This is an optimization exercise on Yosys and OpenROAD, whose aim is a short achievable clock period and few clock cycles, not a production implementation.
RTL that was checked went through simulation tests only; none was proved equivalent to the original.
Power and IR drop assume default switching activity.

== east ==
==> module dnsle_out_stage, before the edit <==
module dnsle_out_stage (
  input  logic                         clk,
  input  logic                         rst_n,
  input  dnsle_pkg::desc_t             dhead,
  input  logic                         dvalid,
  output logic                         dpop,
  input  logic [dnsle_pkg::BYTE_W-1:0] bhead,
  output logic                         bpop,
  output logic                         out_valid,
  input  logic                         out_ready,
  output logic [dnsle_pkg::BYTE_W-1:0] out_byte,
  output logic                         out_last_of_run,
  output logic [dnsle_pkg::LEN_W-1:0]  out_encoded_length,
  output logic                         out_label_overflow
);
  localparam int CNT_W = dnsle_pkg::CNT_W;
  localparam int LEN_W = dnsle_pkg::LEN_W;
  logic                 ph_data_r, ph_data_nxt;    
  logic                 ph_term_r, ph_term_nxt;    
  logic [CNT_W-1:0]     rem_r, rem_nxt;            
  logic                 rem1_r, rem1_nxt;          
  logic                 ovf_r, ovf_nxt;            
  logic                 term_r, term_nxt;          
  logic [LEN_W-1:0]     elen_r, elen_nxt;          
  logic                 go;
  logic                 w_valid;
  logic                 w_term;
  dnsle_pkg::out_word_t w;
  logic                 o_valid_r;
  dnsle_pkg::out_word_t o_r;
  assign go = !o_valid_r || out_ready;
  always_comb begin
    ph_data_nxt = ph_data_r;
    ph_term_nxt = ph_term_r;
    rem_nxt     = rem_r;
    rem1_nxt    = rem1_r;
    ovf_nxt     = ovf_r;
    term_nxt    = term_r;
    w_valid     = 1'b0;
    w_term      = 1'b0;
    w           = '0;
    dpop        = 1'b0;
    bpop        = 1'b0;
    if (ph_data_r) begin
      w_valid    = 1'b1;
      w.byte_val = bhead;
      w.last     = rem1_r && !term_r;
      w.ovf      = ovf_r;
      bpop       = go;
      rem_nxt    = rem_r - CNT_W'(1);
      rem1_nxt   = (rem_r == CNT_W'(2));
      if (rem1_r) begin
        ph_data_nxt = 1'b0;
        ph_term_nxt = term_r;
      end
    end else if (ph_term_r) begin
      w_valid     = 1'b1;
      w_term      = 1'b1;
      w.ovf       = ovf_r;
      ph_term_nxt = 1'b0;
    end else if (dvalid) begin
      w_valid  = 1'b1;
      dpop     = go;
      w.ovf    = dhead.ovf;
      ovf_nxt  = dhead.ovf;
      term_nxt = dhead.term;
      rem_nxt  = dhead.len;
      rem1_nxt = dhead.len1;
      if (dhead.emit) begin
        w.byte_val  = dnsle_pkg::BYTE_W'(dhead.len);
        w.last      = dhead.len0 && !dhead.term;
        ph_data_nxt = !dhead.len0;
        ph_term_nxt = dhead.len0 && dhead.term;
      end else begin
        w_term = 1'b1;
      end
    end
    if (w_term) begin
      w.byte_val = dnsle_pkg::TERM_BYTE;
      w.last     = 1'b1;
      w.enc_len  = elen_r;
    end
    elen_nxt = elen_r;
    if (w_valid) begin
      if (w_term)        elen_nxt = LEN_W'(1);
      else if (~&elen_r) elen_nxt = elen_r + LEN_W'(1);
    end
  end
  always_ff @(posedge clk) begin
    if (!rst_n) begin
      ph_data_r <= 1'b0;
      ph_term_r <= 1'b0;
      elen_r    <= LEN_W'(1);
    end else if (go) begin
      ph_data_r <= ph_data_nxt;
      ph_term_r <= ph_term_nxt;
      elen_r    <= elen_nxt;
    end
  end
  always_ff @(posedge clk) begin
    if (go) begin
      rem_r  <= rem_nxt;
      rem1_r <= rem1_nxt;
      ovf_r  <= ovf_nxt;
      term_r <= term_nxt;
    end
  end
  always_ff @(posedge clk) begin
    if (!rst_n) begin
      o_valid_r <= 1'b0;
    end else if (go) begin
      o_valid_r <= w_valid;
    end
  end
  always_ff @(posedge clk) begin
    if (go) begin
      o_r <= w;
    end
  end
  assign out_valid          = o_valid_r;
  assign out_byte           = o_r.byte_val;
  assign out_last_of_run    = o_r.last;
  assign out_encoded_length = o_r.enc_len;
  assign out_label_overflow = o_r.ovf;
endmodule
make LEC_CHECK=0 ABC_CLOCK_PERIOD_IN_PS=2000 CAP_MARGIN=20 CORE_MARGIN=2 CORE_UTILIZATION=40 SETUP_SLACK_MARGIN=3.5 SLEW_MARGIN=20 finish   # period 5.5 ns
run.sh (not shown) runs the stock make flow with config.mk's settings and CLKGATE_MAP_FILE= SYNTH_SCRIPT=/design/flow/synth_recipe.tcl, a recipe that flattens the netlist after the stock synthesis.
east: no failed stages, no open violations at the end
Edits applied to the flow inputs when going from east to south:
diff --git a/flow/design.v b/flow/design.v
--- a/flow/design.v
+++ b/flow/design.v
@@ -6,6 +6,7 @@
   localparam int BYTE_W      = 8;
   localparam int LEN_W       = 16;
   localparam int DESC_W      = CNT_W + 5;    
+  localparam int WORD_W      = BYTE_W + LEN_W + 2;   
   localparam logic [BYTE_W-1:0] DOT_CHAR  = 8'd46;
   localparam logic [BYTE_W-1:0] TERM_BYTE = 8'd0;
   typedef struct packed {
@@ -92,6 +93,7 @@
   dnsle_pkg::out_word_t w;
   logic                 o_valid_r;
   dnsle_pkg::out_word_t o_r;
+  dnsle_pkg::out_word_t o2_r;
   assign go = !o_valid_r || out_ready;
   always_comb begin
     ph_data_nxt = ph_data_r;
@@ -177,9 +179,8 @@
     end
   end
   always_ff @(posedge clk) begin
-    if (go) begin
-      o_r <= w;
-    end
+    o_r  <= go ? w : o2_r;
+    o2_r <= go ? w : o_r;
   end
   assign out_valid          = o_valid_r;
   assign out_byte           = o_r.byte_val;
[summary]
- For adder and majority gate portion of the synthesized area, south and east come out practically identical.
- Summary of south over east: transition at the pin with the smallest max-transition slack went down 0.27 ns; fraction of power spent switching nets went down 0.42 points; first-pass GRT wire length went down 1.3%; count of plain and timing-repair buffers went down 153.
Testbench counts of south, summed over its fixed seeds: cycles 27,279.
For east, only the layout was checked, not whether the RTL still works.

## afterwards: timing with drivers on the ports
The flow's constraints put no driver on any port. The routed layouts listed below were extracted and timed again, unchanged, in two steps.
Step 1: set_driving_cell puts a clkbuf_16 on clk and a buf_2 on each other input, an assumption about the parent block.
Step 2 also shifts input and output timing later by t, the mid clock arrival at the registers, as if the neighbouring blocks saw the same clock.
Slacks: ideal / step 1 / step 2; pairs: ideal / step 1.
run	t (ns)	slack for setup (ns)	worst setup path after step 2	clock arrival spread, ns	slew at the worst register clock pin (ns)
east	0.705	3.083 / 3.017 / 2.683	input to register	0.037 / 0.037	0.07 / 0.07
south	0.695	3.272 / 3.211 / 2.776	input to register	0.035 / 0.035	0.07 / 0.07
After both steps every run listed still meets setup and hold. For south, which loses most, drivers alone change the setup slack by -0.061 ns; drivers and shift together by -0.496 ns.
